Background: an optimization exercise with open tools, aiming at small area and a short achievable clock period. Do not read the settings as production practice. Only simulation tests tie the RTL to the original design; equivalence was not proved.

==> flow/design.v (outline; a module is shown in full before it is edited, if it fits) <==
// module csa_fa: 10 lines
// module csa_ha: 9 lines
// module iq_upconverter: 1124 lines
module iq_upconverter (
  input  logic        clk,
  input  logic        rstn,
  input  logic        en,
  input  logic [11:0] i_data,
  input  logic [11:0] q_data,
  output logic        if_valid,
  output logic [11:0] if_data
);
  // ...
==> flow/flow/run.sh <==
#!/bin/bash
# Layout: the standard ORFS flow (standard.sh), with two changes:
#  - the port buffers are sky130_fd_sc_hd__buf_4 cells instead of the
#    resizer's default choice (a delay cell);
#  - the repair steps may resize a cell to any drive strength, not only to a
#    cell with the same footprint.
# The output of each tool goes to the ORFS logs under orfs/logs; make's own
# output goes to standard.log here.
set -euo pipefail
bash standard.sh MATCH_CELL_FOOTPRINT=0 \
  "BUFFER_PORTS_ARGS=-buffer_cell sky130_fd_sc_hd__buf_4" \
  finish > standard.log 2>&1
==> flow/standard.sh <==
#!/bin/bash
# synth_recipe.tcl (not shown) runs the flow's synth.tcl, then flattens the netlist and writes it again
# the make line also repeats each setting of config.mk as NAME=value (left out here)
make -C /OpenROAD-flow-scripts/flow DESIGN_CONFIG=/design/flow/config.mk WORK_HOME=/design/flow/orfs CLKGATE_MAP_FILE= SYNTH_SCRIPT=/design/flow/synth_recipe.tcl "${@:-finish}"
==> flow/config.mk <==
export PLATFORM = sky130hd
export DESIGN_NAME = iq_upconverter
export DESIGN_NICKNAME = iq_upconverter
export VERILOG_FILES = /design/flow/design.v
export SDC_FILE = /design/flow/constraint.sdc
export NUM_CORES = 4
export LEC_CHECK = 0
export CAP_MARGIN = 20
export CORE_MARGIN = 2
export CORE_UTILIZATION = 60
export SETUP_SLACK_MARGIN = 3.45
export SLEW_MARGIN = 20
export SYNTH_HIERARCHICAL = 1
==> flow/constraint.sdc <==
create_clock -name core_clock -period 6.0 [get_ports {clk}]
set_input_delay 1.2000 -clock core_clock [delete_from_list [all_inputs] [get_ports {clk}]]
set_output_delay 1.2000 -clock core_clock [all_outputs]
set_load 0.01 [all_outputs]
==> reports/metrics.cfg, run 1 <==
[run_status]
status = timing/DRC/antenna clean

[hold_path]
worstHoldEndpoint = s2_23_0

[critical_path]
rr_worst_depth = 13
cp.depth = 13
worst_r2r_endpoint = bn0[2]
ff2ff_setup_slack_ns = 3.40

[synth]
synth_top_area_share_pct = 26.0
synth_mux_area_share_pct = 0.475
netlist_instances = 985
synth.yosys.seq_area_share_pct = 36.0
yosysWarnings = 7
synth-xor-area-share_pct = 14.8

[sta]
hold_ws_ns = 0.330
worstMarginPinSlew_ns = 0.903

[final_layout]
drive_gt1_share_pct = 27.1
final_area_um2 = 13300
nNonClkBuffers = 77
antenna_cells = 0
nMultiInputCombCells = 683
top_area_cell_class = multi-input combinational cells

[floorplan]
dieArea_um2 = 20000

[place]
io_buffers = 39
dp_hpwl_um = 19500
dp_slack_ns = 2.55

[grt]
grtUsageMet2_pct = 46.4
gr-total-overflow = 0
grt_pass1_vias = 7802
grt_busiest_layer = met2
antenna_found_initial = 0

[job]
drv_cap = 0

[clock_tree]
cts_resized = 25
hold_buffers = 0
numCtsBuffers = 17

[routing]
met3_length_um = 1580

==> run 2: changes to the inputs <==
--- a/flow/config.mk
+++ b/flow/config.mk
@@ -8,5 +8,6 @@
 export CAP_MARGIN = 20
 export CORE_MARGIN = 2
-export CORE_UTILIZATION = 60
+export CORE_UTILIZATION = 40
+export CTS_BUF_LIST = sky130_fd_sc_hd__clkbuf_4 sky130_fd_sc_hd__clkbuf_8
 export SETUP_SLACK_MARGIN = 3.45
 export SLEW_MARGIN = 20
==> reports/metrics.cfg, run 2 <==
[critical_path]
worst_setup_path_end_kind = register  ; unchanged
worst-path-max-fanout = 12  ; was 9
cp.buffers_inverters = 1  ; was 3
cpMaxStageDelayCell = fa_1  ; was dfrtp_2
setup.worst_path.start_class = primary input  ; was register
slowest_delay_ns = 0.68  ; was 0.47 ns
critPathArrivalTime_ns = 2.85  ; was 2.91 ns
cp.required_ns = 6.34  ; was 6.31 ns
ff2ff_setup_slack_ns = 3.52  ; was 3.40 ns
critical_path_class = primary input to register  ; was register to register
worstPathCellList = buf_4 -> a22oi_2 -> xnor2_1 -> fa_1 -> fa_2  ; was xor2_1 -> ha_2 -> and3b_2 -> buf_4 -> a21oi_2 -> xnor2_2 -> mux2i_4 -> buf_6 -> buf_4 -> nand2_1 -> a21oi_2 -> nor2_1 -> xor2_1
cp_top_family = adder cells  ; was flip-flops

[clock_tree]
h-tree-depth = 4  ; unchanged
hold_buffers = 0  ; unchanged
path_clk_slew_ns = 0.09  ; was 0.07 ns
numCtsBuffers = 17  ; unchanged
cts_root_buf = clkbuf_8  ; was clkbuf_16
clock_latency_ns = 0.47  ; was 0.44 ns
clk_path_buf_depth = 2  ; unchanged
cts_num_sinks = 192  ; unchanged
cts_tree = done  ; unchanged

[floorplan]
dieArea_um2 = 29700  ; was 20000 um^2
start_util_pct = 40.7  ; was 60.8%
core_region_area_um2 = 27900  ; was 18600 um^2
die-width_um = 172  ; was 141 um
die_y_um = 172  ; was 141 um
io_pins = 40  ; unchanged
num_rows = 61  ; was 50

[routing]
routed_wl_um = 27300  ; about the same
viasPerCell = 5.32  ; was 6.05
drt_iter0_markers = 455  ; was 560
num_vias = 7359  ; was 7536
drcViolationCount = 0  ; unchanged
first_pass_iters = 5  ; unchanged
wire_per_inst_um = 19.8  ; was 21.9 um
ant_nets = 0  ; unchanged

[synth]
synth.yosys.seq_area_share_pct = 36.0  ; unchanged
synth_top_area_share_pct = 26.0  ; unchanged
synth_area_leaders = dfxtp_1, fa_1, xnor2_1  ; unchanged
post-synth-top-count-cell = xnor2_1  ; unchanged
synth_top_family_by_area = adder cells  ; unchanged
synth_mux_area_share_pct = 0.475  ; unchanged
yosys.area_share.simple_pct = 3.97  ; unchanged
yosysUniqueCellTypes = 62  ; unchanged
yosysWarnings = 7  ; unchanged
synth-xor-area-share_pct = 14.8  ; unchanged
synth_fp_nets = 1174  ; unchanged
synthAdderAreaFrac_pct = 26.2  ; unchanged
postSynthAreaPerCell_um2 = 11.5  ; unchanged
ys_async_sr_fraction_pct = 23.4  ; unchanged
postSynth.topFlopCell = dfxtp_1  ; unchanged
yosysTopAreaCell = dfxtp_1  ; unchanged
synthesis.area_um2 = 11300  ; unchanged
synth_seq_cells = 192  ; unchanged
netlist_instances = 985  ; unchanged
synth_edf_count = 0  ; unchanged
synth_common_cells = xnor2_1, dfxtp_1, a22oi_1, fa_1, clkbuf_1  ; unchanged
synth-compound-area-share_pct = 14.7  ; unchanged

[grt]
grt_busiest_layer = met2  ; unchanged
antenna_found_initial = 0  ; unchanged
grt_util_met1_pct = 27.0  ; was 40.6%
grt_first_pass_wirelength_um = 43400  ; was 43300 um
grtUsageTotal_pct = 19.4  ; was 28.6%
grt_pass1_vias = 7514  ; was 7802
grt_max_degree = 46  ; unchanged
gr-total-overflow = 0  ; unchanged
grtUsageMet2_pct = 31.5  ; was 46.4%
gr-usage-met3_pct = 3.14  ; was 4.45%

[sta]
relSlewSlack_pct = 33.8  ; was 39.8%
slew_viol_final = 0  ; unchanged
max_freq_mhz = 399  ; was 384 MHz
final.setup_skew_ns = 0.0223  ; was 0.0100 ns
finalCriticalPeriod_ns = 2.51  ; was 2.60 ns
hold_ws_ns = 0.335  ; was 0.330 ns
final-setup-viol-count = 0  ; unchanged
rsz0062_at_grt = true  ; unchanged
worstMarginPinSlew_ns = 0.993  ; was 0.903 ns
fin_tns_setup_ns = 0  ; unchanged
hold_viol_final = 0  ; unchanged
fin_crit_sh_pct = 41.8  ; was 43.4%

[final_layout]
mostFrequentLayoutCells = xnor2_1, dfxtp_1, fa_1  ; unchanged
largest_register_ffs = 12  ; unchanged
area_growth_pct = 15.3  ; was 17.0%
top_register = if_data  ; unchanged
antenna_cells = 0  ; unchanged
final_common_cell = xnor2_1  ; unchanged
drive_gt1_share_pct = 25.0  ; was 27.1%
fin_nets = 1180  ; was 1188

[place]
dp_hpwl_um = 20100  ; was 19500 um
io_buffers = 39  ; unchanged
gp_congestion = 0.845  ; was 0.909

[hold_path]
hold_class = register to register  ; unchanged

[job]
drv_cap = 0  ; unchanged

[run_status]
status = timing/DRC/antenna clean  ; unchanged

run 2: path summary, 6_finish.rpt:
check | from | to | cells after the start
max | i_data[8] | s1_12_4 | 5
min | s1_1_0 | s2_1_0 | 0
max reg2reg | q[0] | bn0[4] | 11
min reg2reg | s1_1_0 | s2_1_0 | 0
max in group asynchronous | rstn | bo0[0] | 1
min in group asynchronous | rstn | ms[1] | 1
run 2: area by class of cell:
cell class	instances	area [um^2]
repair inverters	2	12.5
inverters	26	116
repair buffers	69	591
clock buffers	19	249
multi-input cells	683	7410
flip-flops and latches	192	4090
fillers	2536	14800
clock inverters	13	131
well taps	378	473
run 2: timing repair:
action | 4_1_cts | 5_1_grt
resized for setup | 21 | 39
pin swaps | 5 | 16
endpoints found under the setup margin | 46 | 39
setup buffers | 15 | 12
endpoints found under the hold margin | 0 | 0
gates cloned | 1 | 3
run 2: logic make-up after synthesis:
kind of cell / count (synthesis)
compound gates: 233
xor+xnor: 187
fa+ha+maj: 162
buf+inv: 110
flops: 192
mux: 4
simple gates: 97
run 2: through the flow:
stage	instance area (um^2)	cells	setup WS (ns)	util, %
2_1_floorplan	11900	985	3.31	-
3_3_place_gp	12100	1319	2.68	43.5
6_report	13100	1382	3.49	46.9
3_5_place_dp	12100	1319	2.66	43.5
4_1_cts	12800	1367	3.44	45.8
5_1_grt	13100	1382	3.36	46.9
run 2: Yosys stat by module (local to each module, per instance):
module	cells inside	copies in the design	area, um^2	flip-flops and latches
csa_fa	1	125	20.0	0
csa_ha	1	11	12.5	0
iq_upconverter	849	1	8690	192
run 2: per-layer routing:
layer / vias to the layer above / routed length, um
met4: 0 / 514
met3: 36 / 1560
met2: 240 / 12800
met5: - / 0
met1: 3726 / 12400
li1: 3357 / -
==> run 3: changes to the inputs <==
--- a/flow/config.mk
+++ b/flow/config.mk
@@ -10,5 +10,6 @@
 export CORE_UTILIZATION = 40
 export CTS_BUF_LIST = sky130_fd_sc_hd__clkbuf_4 sky130_fd_sc_hd__clkbuf_8
-export SETUP_SLACK_MARGIN = 3.45
+export PLACE_DENSITY = 0.75
+export SETUP_SLACK_MARGIN = 3.5
 export SLEW_MARGIN = 20
 export SYNTH_HIERARCHICAL = 1
==> reports/metrics.cfg, run 3 <==
[place]
io_buffers = 39  ; unchanged
dp_hpwl_um = 19500  ; was 20100 um
gp_congestion = 0.909  ; was 0.845

[floorplan]
die_y_um = 172  ; unchanged
num_rows = 61  ; unchanged
io_pins = 40  ; unchanged
dieArea_um2 = 29700  ; unchanged
start_util_pct = 40.7  ; unchanged
die-width_um = 172  ; unchanged
core_region_area_um2 = 27900  ; unchanged

[sta]
rsz0062_at_grt = true  ; unchanged
final.setup_skew_ns = 0.0216  ; was 0.0223 ns
fin_tns_setup_ns = 0  ; unchanged
worstMarginPinSlew_ns = 0.887  ; was 0.993 ns
slew_viol_final = 0  ; unchanged
hold_viol_final = 0  ; unchanged
relSlewSlack_pct = 40.9  ; was 33.8%
fin_crit_sh_pct = 41.9  ; was 41.8%
finalCriticalPeriod_ns = 2.52  ; was 2.51 ns
final-setup-viol-count = 0  ; unchanged
max_freq_mhz = 398  ; was 399 MHz

[clock_tree]
path_clk_slew_ns = 0.10  ; was 0.09 ns
cts_tree = done  ; unchanged
hold_buffers = 0  ; unchanged
cts_root_buf = clkbuf_8  ; unchanged
cts_num_sinks = 192  ; unchanged
numCtsBuffers = 17  ; unchanged
clk_path_buf_depth = 2  ; unchanged
clock_latency_ns = 0.47  ; about the same
h-tree-depth = 4  ; unchanged

[synth]
postSynth.topFlopCell = dfxtp_1  ; unchanged
ys_async_sr_fraction_pct = 23.4  ; unchanged
synth_edf_count = 0  ; unchanged
postSynthAreaPerCell_um2 = 11.5  ; unchanged
netlist_instances = 985  ; unchanged
synth.yosys.seq_area_share_pct = 36.0  ; unchanged
yosysTopAreaCell = dfxtp_1  ; unchanged
synth_area_leaders = dfxtp_1, fa_1, xnor2_1  ; unchanged
synth_fp_nets = 1174  ; unchanged
synth_top_area_share_pct = 26.0  ; unchanged
synthesis.area_um2 = 11300  ; unchanged
yosysUniqueCellTypes = 62  ; unchanged
yosysWarnings = 7  ; unchanged
post-synth-top-count-cell = xnor2_1  ; unchanged
synth_common_cells = xnor2_1, dfxtp_1, a22oi_1, fa_1, clkbuf_1  ; unchanged
synth_seq_cells = 192  ; unchanged

[final_layout]
mostFrequentLayoutCells = xnor2_1, dfxtp_1, fa_1  ; unchanged
drive_gt1_share_pct = 27.9  ; was 25.0%
largest_register_ffs = 12  ; unchanged
fin_nets = 1190  ; was 1180
final_common_cell = xnor2_1  ; unchanged
top_register = if_data  ; unchanged
antenna_cells = 0  ; unchanged
area_growth_pct = 17.6  ; was 15.3%

[routing]
routed_wl_um = 28300  ; was 27300 um
drcViolationCount = 0  ; unchanged
num_vias = 7695  ; was 7359
viasPerCell = 5.53  ; was 5.32
first_pass_iters = 6  ; was 5
wire_per_inst_um = 20.3  ; was 19.8 um
ant_nets = 0  ; unchanged
drt_iter0_markers = 553  ; was 455

[critical_path]
setup.worst_path.start_class = register  ; was primary input
cp_top_family = compound AO/OA/AOI/OAI gates  ; was adder cells
slowest_delay_ns = 0.46  ; was 0.68 ns
worstPathCellList = ha_4 -> a21oi_2 -> o21a_1 -> a2bb2oi_2 -> o31ai_4 -> a2111oi_4 -> o21ba_4 -> mux2i_4 -> clkbuf_16 -> a21o_1  ; was buf_4 -> a22oi_2 -> xnor2_1 -> fa_1 -> fa_2
critPathArrivalTime_ns = 2.89  ; was 2.85 ns
critical_path_class = register to register  ; was primary input to register
cp.required_ns = 6.37  ; was 6.34 ns
worst-path-max-fanout = 5  ; was 12
cp.buffers_inverters = 1  ; unchanged
cpMaxStageDelayCell = a2111oi_4  ; was fa_1
rr_startpoint = s2_13_0  ; was q[0]
worst_setup_path_end_kind = register  ; unchanged
crit_path_start = s2_13_0  ; was i_data[8]

[grt]
antenna_found_initial = 0  ; unchanged
grt_first_pass_wirelength_um = 43500  ; was 43400 um
grt_pass1_vias = 7870  ; was 7514
grtUsageTotal_pct = 19.4  ; about the same
gr-total-overflow = 0  ; unchanged
grt_max_degree = 46  ; unchanged

[hold_path]
min-delay-start = s1_0_1  ; was s1_1_0
hold_class = register to register  ; unchanged

[job]
drv_cap = 0  ; unchanged

[run_status]
status = timing/DRC/antenna clean  ; unchanged

[run 3: worst paths after layout]
path | to | slack, ns | cells past startpoint
min in group asynchronous | q[1] | 0.72 | 1
setup reg to reg | if_data[2] | 3.48 | 10
max in group asynchronous | bo1[1] | 4.89 | 1
hold / removal | s2_0_1 | 0.33 | 0
setup / recovery | if_data[2] | 3.48 | 10
hold reg to reg | s2_0_1 | 0.33 | 0
[run 3: cell families after synthesis]
kind of cell / Yosys count / synth area share (%)
AOI/OAI and AO/OA: 233 / 14.7
xor gates and xnor gates: 187 / 14.8
adders and majority gates: 162 / 26.2
buffers and inverters: 110 / 3.91
DFF: 192 / 36.0
muxes: 4 / 0.475
and+or+nand+nor: 97 / 3.97
[run 3: area by class of cell]
| type | count | area (um^2) |
|---|---|---|
| Multi-Input combinational cell | 683 | 7550 |
| Sequential cell | 192 | 4090 |
| Tap cell | 378 | 473 |
| Inverter | 26 | 116 |
| Fill cell | 2404 | 14500 |
| Clock buffer | 21 | 264 |
| Timing Repair inverter | 2 | 12.5 |
| Timing Repair Buffer | 79 | 668 |
| Clock inverter | 11 | 151 |
[run 3: per-layer routing]
metal  share of wire [%]  up-vias  wire length, um  GRT usage, %
met5                   0        -                0             0
met4                 1.6        0              447          5.26
met3                 5.7       42             1610          2.95
met2                  49      349            13800          32.4
met1                  44     3929            12400          26.2
li1                    -     3375                -             -
[run 3: through the flow]
| stage | cells | cell area [um^2] | setup slack [ns] | hold WS [ns] | util, % |
|---|---|---|---|---|---|
| floorplan | 985 | 12000 | 3.31 | 0.310 | - |
| global placement | 1319 | 12200 | 2.74 | 0.311 | 43.7 |
| detailed placement | 1319 | 12200 | 2.60 | 0.314 | 43.7 |
| CTS | 1374 | 12900 | 3.50 | 0.336 | 46.4 |
| global route | 1392 | 13300 | 3.40 | 0.349 | 47.8 |
| finish | 1392 | 13300 | 3.48 | 0.331 | 47.8 |
[run 3: repair_timing]
action / 4_1_cts / 5_1_grt
endpoints found under the setup margin: 46 / 33
resized for setup: 28 / 56
pin swaps: 7 / 22
buffers inserted: 20 / 17
gates cloned: 3 / 1
[run 3: per-module statistics from Yosys, one instance, submodules excluded]
module | cells inside | flops+latches | times used | area (um^2)
csa_fa | 1 | 0 | 125 | 20.0
csa_ha | 1 | 0 | 11 | 12.5
iq_upconverter | 849 | 192 | 1 | 8690
==> run 4: changes to the inputs <==
==> flow/flow/run.sh (replaced) <==
#!/bin/bash
# Layout: the standard ORFS flow (standard.sh), with two changes:
#  - the port buffers are sky130_fd_sc_hd__buf_8 cells instead of the
#    resizer's default choice (a delay cell);
#  - the repair steps may resize a cell to any drive strength, not only to a
#    cell with the same footprint.
# The output of each tool goes to the ORFS logs under orfs/logs; make's own
# output goes to standard.log here.
set -euo pipefail
bash standard.sh MATCH_CELL_FOOTPRINT=0 \
  "BUFFER_PORTS_ARGS=-buffer_cell sky130_fd_sc_hd__buf_8" \
  finish > standard.log 2>&1
--- a/flow/config.mk
+++ b/flow/config.mk
@@ -11,5 +11,5 @@
 export CTS_BUF_LIST = sky130_fd_sc_hd__clkbuf_4 sky130_fd_sc_hd__clkbuf_8
 export PLACE_DENSITY = 0.75
-export SETUP_SLACK_MARGIN = 3.5
+export SETUP_SLACK_MARGIN = 3.55
 export SLEW_MARGIN = 20
 export SYNTH_HIERARCHICAL = 1
==> reports/metrics.cfg, run 4 <==
[run_status]
status = timing/DRC/antenna clean  ; unchanged

[synth]
postSynthAreaPerCell_um2 = 11.5  ; unchanged
postSynth.topFlopCell = dfxtp_1  ; unchanged
synth_top_family_by_area = adder cells  ; unchanged
ys_async_sr_fraction_pct = 23.4  ; unchanged
synth-compound-area-share_pct = 14.7  ; unchanged
yosysWarnings = 7  ; unchanged
synthesis.area_um2 = 11300  ; unchanged
synth_fp_nets = 1174  ; unchanged
synth_edf_count = 0  ; unchanged
yosysTopAreaCell = dfxtp_1  ; unchanged
yosysUniqueCellTypes = 62  ; unchanged
synth_top_area_share_pct = 26.0  ; unchanged
synth_seq_cells = 192  ; unchanged
post-synth-top-count-cell = xnor2_1  ; unchanged
synthAdderAreaFrac_pct = 26.2  ; unchanged
netlist_instances = 985  ; unchanged
synth_common_cells = xnor2_1, dfxtp_1, a22oi_1, fa_1, clkbuf_1  ; unchanged
yosys.area_share.simple_pct = 3.97  ; unchanged
synth_area_leaders = dfxtp_1, fa_1, xnor2_1  ; unchanged
synth_mux_area_share_pct = 0.475  ; unchanged
synth.yosys.seq_area_share_pct = 36.0  ; unchanged
synth-xor-area-share_pct = 14.8  ; unchanged

[sta]
hold_ws_ns = 0.335  ; was 0.331 ns
max_freq_mhz = 390  ; was 398 MHz
relSlewSlack_pct = 40.8  ; was 40.9%
fin_crit_sh_pct = 42.7  ; was 41.9%
worstMarginPinSlew_ns = 0.887  ; about the same
rsz0062_at_grt = true  ; unchanged
final.setup_skew_ns = 0.0203  ; was 0.0216 ns
hold_viol_final = 0  ; unchanged
finalCriticalPeriod_ns = 2.56  ; was 2.52 ns
slew_viol_final = 0  ; unchanged
final-setup-viol-count = 0  ; unchanged
fin_tns_setup_ns = 0  ; unchanged

[routing]
num_vias = 7605  ; was 7695
drcViolationCount = 0  ; unchanged
viasPerCell = 5.43  ; was 5.53
first_pass_iters = 5  ; was 6
drt_iter0_markers = 515  ; was 553
ant_nets = 0  ; unchanged
wire_per_inst_um = 19.8  ; was 20.3 um
routed_wl_um = 27700  ; was 28300 um

[grt]
grt_pass1_vias = 7932  ; was 7870
grt_max_degree = 46  ; unchanged
antenna_found_initial = 0  ; unchanged
grt_first_pass_wirelength_um = 44100  ; was 43500 um
gr-total-overflow = 0  ; unchanged
grtUsageTotal_pct = 19.6  ; was 19.4%

[critical_path]
setup.worst_path.start_class = register  ; unchanged
cp.required_ns = 6.37  ; about the same
worst_setup_path_end_kind = register  ; unchanged
critical_path_class = register to register  ; unchanged
worst-path-max-fanout = 7  ; was 5
critPathArrivalTime_ns = 2.93  ; was 2.89 ns

[clock_tree]
clock_latency_ns = 0.49  ; was 0.47 ns
h-tree-depth = 4  ; unchanged
cts_tree = done  ; unchanged
numCtsBuffers = 17  ; unchanged
cts_num_sinks = 192  ; unchanged
clk_path_buf_depth = 2  ; unchanged
path_clk_slew_ns = 0.10  ; about the same
cts_root_buf = clkbuf_8  ; unchanged

[floorplan]
core_region_area_um2 = 27900  ; unchanged
die-width_um = 172  ; unchanged
start_util_pct = 40.7  ; unchanged
io_pins = 40  ; unchanged
dieArea_um2 = 29700  ; unchanged
num_rows = 61  ; unchanged
die_y_um = 172  ; unchanged

[final_layout]
finalNonFillerCells = 1401  ; was 1392
area_growth_pct = 21.0  ; was 17.6%
drive_gt1_share_pct = 29.1  ; was 27.9%
largest_register_ffs = 12  ; unchanged
top_register = if_data  ; unchanged
fin_nets = 1199  ; was 1190
final_common_cell = xnor2_1  ; unchanged
post-route-util_pct = 49.2  ; was 47.8%
antenna_cells = 0  ; unchanged
mostFrequentLayoutCells = xnor2_1, dfxtp_1, fa_1  ; unchanged

[job]
drv_cap = 0  ; unchanged

[place]
gp_congestion = 0.889  ; was 0.909
dp_hpwl_um = 19500  ; about the same
io_buffers = 39  ; unchanged
dp_cells = 1319  ; unchanged

[hold_path]
hold_class = register to register  ; unchanged

[run 4: cell counts after synthesis]
No cell type changed its count.
[run 4: logic make-up after synthesis]
| group | after synthesis |
|---|---|
| xor+xnor | 187 |
| mux | 4 |
| compound gates | 233 |
| simple gates | 97 |
| fa+ha+maj | 162 |
| buf+inv | 110 |
| flops | 192 |
[run 4: critical path, cell delays in order (launching register included)]
cell	delay [ns]
dfrtp_2	0.46
buf_4	0.16
ha_4	0.29
and3b_2	0.24
a21oi_4	0.14
xnor2_2	0.15
mux2i_4	0.14
buf_12	0.16
buf_6	0.12
buf_6	0.11
nor2_4	0.16
a32oi_2	0.15
xnor2_1	0.16
[run 4: final timing paths]
check	slack, ns	from	cells after the start	end
max	3.44	q[0]	12	bn0[4]
min	0.34	s1_0_0	0	s2_0_0
max reg2reg	3.44	q[0]	12	bn0[4]
min reg2reg	0.34	s1_0_0	0	s2_0_0
max in group asynchronous	5.10	rstn	1	bt1[3]
min in group asynchronous	0.58	rstn	1	bn0[5]
[run 4: layout make-up]
type / count / area [um^2]
Clock buffer: 20 / 263
Clock inverter: 12 / 170
Fill cell: 2380 / 14100
Inverter: 26 / 121
Multi-Input combinational cell: 683 / 7550
Sequential cell: 192 / 4090
Tap cell: 378 / 473
Timing Repair Buffer: 87 / 1030
Timing Repair inverter: 3 / 22.5
[run 4: per-stage QoR]
stage | area [um^2] | worst slack [ns]
2_1_floorplan | 12000 | 3.31
3_3_place_gp | 12500 | 2.69
5_1_grt | 13700 | 3.35
4_1_cts | 13500 | 3.51
3_5_place_dp | 12500 | 2.67
6_report | 13700 | 3.44
[run 4: metal layers]
| layer | global-route usage (%) | wire, um |
|---|---|---|
| met1 | 26.4 | 11900 |
| met2 | 31.7 | 13300 |
| met3 | 4.10 | 1800 |
| met4 | 6.32 | 633 |
| met5 | 0 | 0 |
[run 4: what timing repair did]
action	4_1_cts	5_1_grt
pin swaps	21	18
buffers inserted	35	11
hold buffers	0	0
endpoints found under the hold margin	0	0
cloned	3	1
resized for setup	54	27
endpoints found under the setup margin	48	43
[run 4: modules after synthesis, one instance, submodules excluded]
module          copies in the design  cells  flip-flops and latches
iq_upconverter                     1    849                     192
csa_fa                           125      1                       0
csa_ha                            11      1                       0
==> run 5: changes to the inputs <==
==> flow/flow/run.sh (replaced) <==
#!/bin/bash
# Layout: the standard ORFS flow (standard.sh), with two changes:
#  - the port buffers are sky130_fd_sc_hd__buf_2 cells instead of the
#    resizer's default choice (a delay cell);
#  - the repair steps may resize a cell to any drive strength, not only to a
#    cell with the same footprint.
# The output of each tool goes to the ORFS logs under orfs/logs; make's own
# output goes to standard.log here.
set -euo pipefail
bash standard.sh MATCH_CELL_FOOTPRINT=0 \
  "BUFFER_PORTS_ARGS=-buffer_cell sky130_fd_sc_hd__buf_2" \
  finish > standard.log 2>&1
--- a/flow/config.mk
+++ b/flow/config.mk
@@ -9,7 +9,5 @@
 export CORE_MARGIN = 2
 export CORE_UTILIZATION = 40
-export CTS_BUF_LIST = sky130_fd_sc_hd__clkbuf_4 sky130_fd_sc_hd__clkbuf_8
-export PLACE_DENSITY = 0.75
-export SETUP_SLACK_MARGIN = 3.55
+export SETUP_SLACK_MARGIN = 3.45
 export SLEW_MARGIN = 20
 export SYNTH_HIERARCHICAL = 1
==> reports/metrics.cfg, run 5 <==
[grt]
grtUsageTotal_pct = 19.4  ; was 19.6%
antenna_found_initial = 0  ; unchanged
grt_pass1_vias = 7509  ; was 7932
grt_first_pass_wirelength_um = 43400  ; was 44100 um
grt_max_degree = 46  ; unchanged
gr-total-overflow = 0  ; unchanged

[synth]
postSynthAreaPerCell_um2 = 11.5  ; unchanged
yosysUniqueCellTypes = 62  ; unchanged
synth_top_area_share_pct = 26.0  ; unchanged
yosysTopAreaCell = dfxtp_1  ; unchanged
synth_area_leaders = dfxtp_1, fa_1, xnor2_1  ; unchanged
postSynth.topFlopCell = dfxtp_1  ; unchanged
netlist_instances = 985  ; unchanged
synth_edf_count = 0  ; unchanged
synth_seq_cells = 192  ; unchanged
synthesis.area_um2 = 11300  ; unchanged
post-synth-top-count-cell = xnor2_1  ; unchanged
synth_common_cells = xnor2_1, dfxtp_1, a22oi_1, fa_1, clkbuf_1  ; unchanged
synth_fp_nets = 1174  ; unchanged
yosysWarnings = 7  ; unchanged
ys_async_sr_fraction_pct = 23.4  ; unchanged
synth.yosys.seq_area_share_pct = 36.0  ; unchanged

[sta]
final-setup-viol-count = 0  ; unchanged
fin_crit_sh_pct = 42.2  ; was 42.7%
worstMarginPinSlew_ns = 0.944  ; was 0.887 ns
rsz0062_at_grt = true  ; unchanged
final.setup.worst_slack_ns = 3.47  ; was 3.44 ns
max_freq_mhz = 395  ; was 390 MHz
slew_viol_final = 0  ; unchanged
final.setup_skew_ns = 0.0144  ; was 0.0203 ns
hold_viol_final = 0  ; unchanged
finalCriticalPeriod_ns = 2.53  ; was 2.56 ns
relSlewSlack_pct = 37.1  ; was 40.8%
fin_tns_setup_ns = 0  ; unchanged

[final_layout]
largest_register_ffs = 12  ; unchanged
n_fill_cell = 2522  ; was 2380
drive_gt1_share_pct = 25.8  ; was 29.1%
final_common_cell = xnor2_1  ; unchanged
top_register = if_data  ; unchanged
final_area_um2 = 13200  ; was 13700 um^2
mostFrequentLayoutCells = xnor2_1, dfxtp_1, fa_1  ; unchanged
area_growth_pct = 16.5  ; was 21.0%
fin_nets = 1173  ; was 1199
post-route-util_pct = 47.4  ; was 49.2%
antenna_cells = 0  ; unchanged

[clock_tree]
clock_latency_ns = 0.44  ; was 0.49 ns
path_clk_slew_ns = 0.08  ; was 0.10 ns
cts_tree = done  ; unchanged
cts_num_sinks = 192  ; unchanged
hold_buffers = 0  ; unchanged
cts_root_buf = clkbuf_16  ; was clkbuf_8
clk_path_buf_depth = 2  ; unchanged
numCtsBuffers = 17  ; unchanged
h-tree-depth = 4  ; unchanged

[floorplan]
io_pins = 40  ; unchanged
dieArea_um2 = 29700  ; unchanged
die_y_um = 172  ; unchanged
start_util_pct = 40.7  ; unchanged
die-width_um = 172  ; unchanged
core_region_area_um2 = 27900  ; unchanged
num_rows = 61  ; unchanged

[place]
io_buffers = 39  ; unchanged
post_dp_cell_area_um2 = 12000  ; was 12500 um^2
dp_hpwl_um = 20000  ; was 19500 um
dp_slack_ns = 2.63  ; was 2.67 ns
gp_congestion = 0.845  ; was 0.889

[critical_path]
worst_setup_path_end_kind = register  ; unchanged
critical_path_class = register to register  ; unchanged
worst-path-max-fanout = 5  ; was 7
cp.required_ns = 6.33  ; was 6.37 ns
cpMaxStageDelayCell = a2111oi_4  ; was dfrtp_2
worstPathCellList = ha_1 -> a21oi_2 -> nor2b_1 -> o21ai_0 -> a21oi_1 -> a2111oi_4 -> o21ba_4 -> mux2i_4 -> clkbuf_16 -> a21o_1  ; was buf_4 -> ha_4 -> and3b_2 -> a21oi_4 -> xnor2_2 -> mux2i_4 -> buf_12 -> buf_6 -> buf_6 -> nor2_4 -> a32oi_2 -> xnor2_1
slowest_delay_ns = 0.45  ; was 0.46 ns
rr_startpoint = s2_15_1  ; was q[0]
setup.worst_path.start_class = register  ; unchanged
rr_worst_depth = 10  ; was 12
ff2ff_setup_slack_ns = 3.47  ; was 3.44 ns
crit_path_start = s2_15_1  ; was q[0]
worst_r2r_endpoint = if_data[9]  ; was bn0[4]
critPathArrivalTime_ns = 2.87  ; was 2.93 ns

[routing]
drt_iter0_markers = 560  ; was 515
wire_per_inst_um = 19.9  ; was 19.8 um
first_pass_iters = 6  ; was 5
viasPerCell = 5.34  ; was 5.43
drcViolationCount = 0  ; unchanged
num_vias = 7348  ; was 7605
ant_nets = 0  ; unchanged
routed_wl_um = 27400  ; was 27700 um

[hold_path]
hold_class = register to register  ; unchanged
worstHoldEndpoint = s2_1_0  ; was s2_0_0
hold_depth = 0  ; unchanged
min-delay-start = s1_1_0  ; was s1_0_0

[run_status]
status = timing/DRC/antenna clean  ; unchanged

[job]
drv_cap = 0  ; unchanged

==> run 5: cell count changes in the layout (fill, tap and decap cells not counted), sizes merged <==
cell and change:
buf -38, clkbuf +12, inv +4, bufinv -3, clkinv -3, clkinvlp +1
mux2i +1
==> run 5: per-stage QoR <==
stage / hold WS (ns) / instances
after global routing: 0.334 / 1375
after detailed placement: 0.314 / 1319
after global placement: 0.313 / 1319
after floorplan: 0.310 / 985
after CTS: 0.332 / 1363
final: 0.330 / 1375
==> run 5: cells by family after synthesis <==
| logic type | synth area share [%] |
|---|---|
| AND/OR/NAND/NOR | 3.97 |
| multiplexers | 0.475 |
| XOR/XNOR | 14.8 |
| buffers and inverters | 3.91 |
| AO/OA/AOI/OAI | 14.7 |
| flip-flops | 36.0 |
| adder cells (fa/ha/maj) | 26.2 |
==> run 5: critical path: cells and delay by family, from the launching register on <==
| family | cells | cell delay (ns) |
|---|---|---|
| flops | 1 | 0.31 |
| buf+inv | 1 | 0.20 |
| compound gates | 6 | 1.39 |
| simple gates | 1 | 0.06 |
| mux | 1 | 0.10 |
| fa+ha+maj | 1 | 0.36 |
==> run 5: repair_timing <==
action                                  4_1_cts  5_1_grt
pin swaps                                     2       21
resized for setup                            30       66
endpoints found under the setup margin       53       52
cloned                                        3        2
hold endpoints to repair                      0        0
buffers inserted                              9       10
==> run 5: worst max-delay path by stage <==
stage	slack [ns]	to	cells past startpoint
floorplan	3.31	s1_8_3	5
global placement	2.64	bn0[4]	9
detailed placement	2.63	bn0[4]	9
CTS	3.45	s1_10_3	5
global route	3.38	if_data[9]	11
finish	3.47	if_data[9]	10
==> run 5: cell type report <==
cell class	count	area, um^2	share of cell area (%)
inverters	26	114	0.863
repair buffers	61	458	3.47
multi-input cells	684	7480	56.7
repair inverters	2	12.5	0.0948
flip-flops and latches	192	4090	31.0
clock inverters	12	113	0.853
well taps	378	473	3.58
clock buffers	20	457	3.46
==> run 5: layer usage <==
| metal | track usage (%) | wire [um] |
|---|---|---|
| met1 | 27.7 | 13000 |
| met4 | 5.41 | 373 |
| met5 | 0 | 0 |
| met2 | 31.4 | 13000 |
| met3 | 2.38 | 1020 |
==> run 5: Yosys stat by module, one instance, submodules excluded <==
module          cells  times used  cell area [um^2]  flops+latches
iq_upconverter    849           1              8690            192
csa_fa              1         125              20.0              0
csa_ha              1          11              12.5              0
==> run 6: changes to the inputs <==
--- a/flow/config.mk
+++ b/flow/config.mk
@@ -8,5 +8,5 @@
 export CAP_MARGIN = 20
 export CORE_MARGIN = 2
-export CORE_UTILIZATION = 40
+export CORE_UTILIZATION = 60
 export SETUP_SLACK_MARGIN = 3.45
 export SLEW_MARGIN = 20
==> reports/metrics.cfg, run 6 <==
[synth]
synth_top_area_share_pct = 26.0  ; unchanged
synth_seq_cells = 192  ; unchanged
synth_fp_nets = 1174  ; unchanged
yosysTopAreaCell = dfxtp_1  ; unchanged
postSynth.topFlopCell = dfxtp_1  ; unchanged
yosysUniqueCellTypes = 62  ; unchanged
yosysWarnings = 7  ; unchanged
post-synth-top-count-cell = xnor2_1  ; unchanged
postSynthAreaPerCell_um2 = 11.5  ; unchanged
synth_common_cells = xnor2_1, dfxtp_1, a22oi_1, fa_1, clkbuf_1  ; unchanged
netlist_instances = 985  ; unchanged
ys_async_sr_fraction_pct = 23.4  ; unchanged
synthesis.area_um2 = 11300  ; unchanged
synth_edf_count = 0  ; unchanged
synth.yosys.seq_area_share_pct = 36.0  ; unchanged
synth_area_leaders = dfxtp_1, fa_1, xnor2_1  ; unchanged

[critical_path]
setup.worst_path.start_class = primary input  ; was register
worst-path-max-fanout = 12  ; was 5
critPathArrivalTime_ns = 2.84  ; was 2.87 ns
cp.required_ns = 6.31  ; was 6.33 ns
critical_path_class = primary input to register  ; was register to register
worst_setup_path_end_kind = register  ; unchanged

[final_layout]
mostFrequentLayoutCells = xnor2_1, dfxtp_1, fa_1  ; unchanged
finalNonFillerCells = 1240  ; was 1375
final_common_cell = xnor2_1  ; unchanged
antenna_cells = 0  ; unchanged
top_register = if_data  ; unchanged
drive_gt1_share_pct = 27.4  ; was 25.8%
multi_input_area_um2 = 7550  ; was 7480 um^2
post-route-util_pct = 70.9  ; was 47.4%
fin_nets = 1182  ; was 1173
area_growth_pct = 16.7  ; was 16.5%
largest_register_ffs = 12  ; unchanged
seq_area_um2 = 4090  ; about the same
n_fill_cell = 1306  ; was 2522

[clock_tree]
h-tree-depth = 4  ; unchanged
numCtsBuffers = 17  ; unchanged
clock_latency_ns = 0.44  ; about the same
path_clk_slew_ns = 0.07  ; was 0.08 ns
cts_tree = done  ; unchanged
clk_path_buf_depth = 2  ; unchanged
cts_num_sinks = 192  ; unchanged
hold_buffers = 0  ; unchanged
cts_root_buf = clkbuf_16  ; unchanged

[floorplan]
dieArea_um2 = 20000  ; was 29700 um^2
start_util_pct = 60.8  ; was 40.7%
die_y_um = 141  ; was 172 um
io_pins = 40  ; unchanged
num_rows = 50  ; was 61
core_region_area_um2 = 18600  ; was 27900 um^2
die-width_um = 141  ; was 172 um

[sta]
fin_crit_sh_pct = 42.2  ; about the same
finalCriticalPeriod_ns = 2.53  ; about the same
worstMarginPinSlew_ns = 0.959  ; was 0.944 ns
final.setup.worst_slack_ns = 3.47  ; about the same
max_freq_mhz = 395  ; about the same
hold_ws_ns = 0.333  ; was 0.330 ns
final-setup-viol-count = 0  ; unchanged
slew_viol_final = 0  ; unchanged
fin_tns_setup_ns = 0  ; unchanged
relSlewSlack_pct = 36.1  ; was 37.1%
hold_viol_final = 0  ; unchanged
rsz0062_at_grt = true  ; unchanged
final.setup_skew_ns = 0.0123  ; was 0.0144 ns

[routing]
drt_iter0_markers = 503  ; was 560
wire_per_inst_um = 22.6  ; was 19.9 um
ant_nets = 0  ; unchanged
viasPerCell = 6.15  ; was 5.34
drcViolationCount = 0  ; unchanged
routed_wl_um = 28000  ; was 27400 um
first_pass_iters = 5  ; was 6
num_vias = 7631  ; was 7348

[grt]
grt_pass1_vias = 7937  ; was 7509
grt_first_pass_wirelength_um = 43900  ; was 43400 um
gr-total-overflow = 0  ; unchanged
antenna_found_initial = 0  ; unchanged
grtUsageTotal_pct = 28.9  ; was 19.4%
grt_max_degree = 46  ; unchanged

[place]
dp_hpwl_um = 19900  ; was 20000 um
io_buffers = 39  ; unchanged
dp_slack_ns = 2.58  ; was 2.63 ns
dp_cells = 1175  ; was 1319
gp_congestion = 0.892  ; was 0.845

[hold_path]
hold_class = register to register  ; unchanged

[run_status]
status = timing/DRC/antenna clean  ; unchanged

[job]
drv_cap = 0  ; unchanged

run 6: changes by cell type in the layout (fill, tap and decap cells not counted), sizes merged:
cell and delta:
bufinv +1, mux2i -1, clkbuf +3, inv -2, clkinv +7, clkinvlp -3
buf +3, a21o +1
run 6: timing repair:
item | CTS | global route
pin swaps | 6 | 26
gates cloned | 2 | 3
gates resized for setup | 31 | 77
buffers inserted | 12 | 16
endpoints found under the setup margin | 51 | 50
run 6: layout make-up:
type,instances,share of cell area [%]
sequential,192,30.9
inverter,26,0.918
timing repair buffer,70,4.22
timing repair inverter,2,0.104
clock buffer,17,3.22
tap,234,2.21
multi-input combinational,684,57.1
clock inverter,15,1.30
run 6: Yosys stat by module, one instance, submodules excluded:
module | cell area [um^2] | cells inside
csa_ha | 12.5 | 1
iq_upconverter | 8690 | 849
csa_fa | 20.0 | 1
run 6: layer usage:
| metal | wire (um) | up-vias | part of all wire (%) | global-route usage (%) |
|---|---|---|---|---|
| met5 | 0 | - | 0 | 0 |
| met4 | 633 | 0 | 2.3 | 9.63 |
| met3 | 1470 | 44 | 5.2 | 4.93 |
| met2 | 14100 | 272 | 50 | 48.1 |
| met1 | 11800 | 3945 | 42 | 38.9 |
| li1 | - | 3370 | - | - |
run 6: final timing paths:
check	start	end	slack, ns	cells after the start
worst max-delay path	i_data[4]	s1_13_4	3.47	5
worst min register to register	s1_0_0	s2_0_0	0.33	0
worst min-delay path	s1_0_0	s2_0_0	0.33	0
max in group asynchronous	rstn	q[0]	4.43	1
min in group asynchronous	rstn	q[1]	0.89	1
worst max register to register	s2_7_1	if_data[2]	3.48	11
run 6: cell families after synthesis:
family                     count (synthesis)  synth area share [%]
adders and majority gates                162                  26.2
DFF                                      192                  36.0
xor gates and xnor gates                 187                  14.8
AOI/OAI and AO/OA                        233                  14.7
buffers and inverters                    110                  3.91
muxes                                      4                 0.475
and+or+nand+nor                           97                  3.97
run 6: critical path, stage by stage:
cell	delay, ns
clkbuf_4	0.21
a22oi_1	0.25
xnor2_1	0.18
fa_1	0.49
fa_1	0.50
run 6: metrics by stage:
stage / area, um^2
2_1_floorplan: 11900
3_3_place_gp: 11900
3_5_place_dp: 11900
4_1_cts: 12700
5_1_grt: 13200
6_report: 13200

==> what the ideal ports hide <==
Ports are ideal in the flow. The routed layouts listed here were re-timed in OpenROAD.
Step 1: set_driving_cell puts a clkbuf_16 on clk and a buf_2 on each other input, an assumption about the parent block.
Step 2 also shifts input and output timing later by t, the mid clock arrival at the registers, as if the neighbouring blocks saw the same clock.
Slacks: ideal ports / drivers / drivers and shift; pairs: ideal ports / drivers.
run | shift t [ns] | slack for setup (ns) | worst data-port slew with drivers (ns)
run 1 | 0.475 | 3.398 / 3.398 / 3.040 | 0.07
run 2 | 0.501 | 3.491 / 3.478 / 2.977 | 0.07
run 3 | 0.498 | 3.485 / 3.485 / 3.039 | 0.07
run 4 | 0.524 | 3.438 / 3.438 / 3.096 | 0.06
run 5 | 0.479 | 3.467 / 3.467 / 3.009 | 0.08
run 6 | 0.485 | 3.466 / 3.476 / 3.006 | 0.07
After both steps setup and hold are still met in every run listed. For run 2, which loses most, drivers alone change the setup slack by -0.013 ns; drivers and shift together by -0.514 ns.
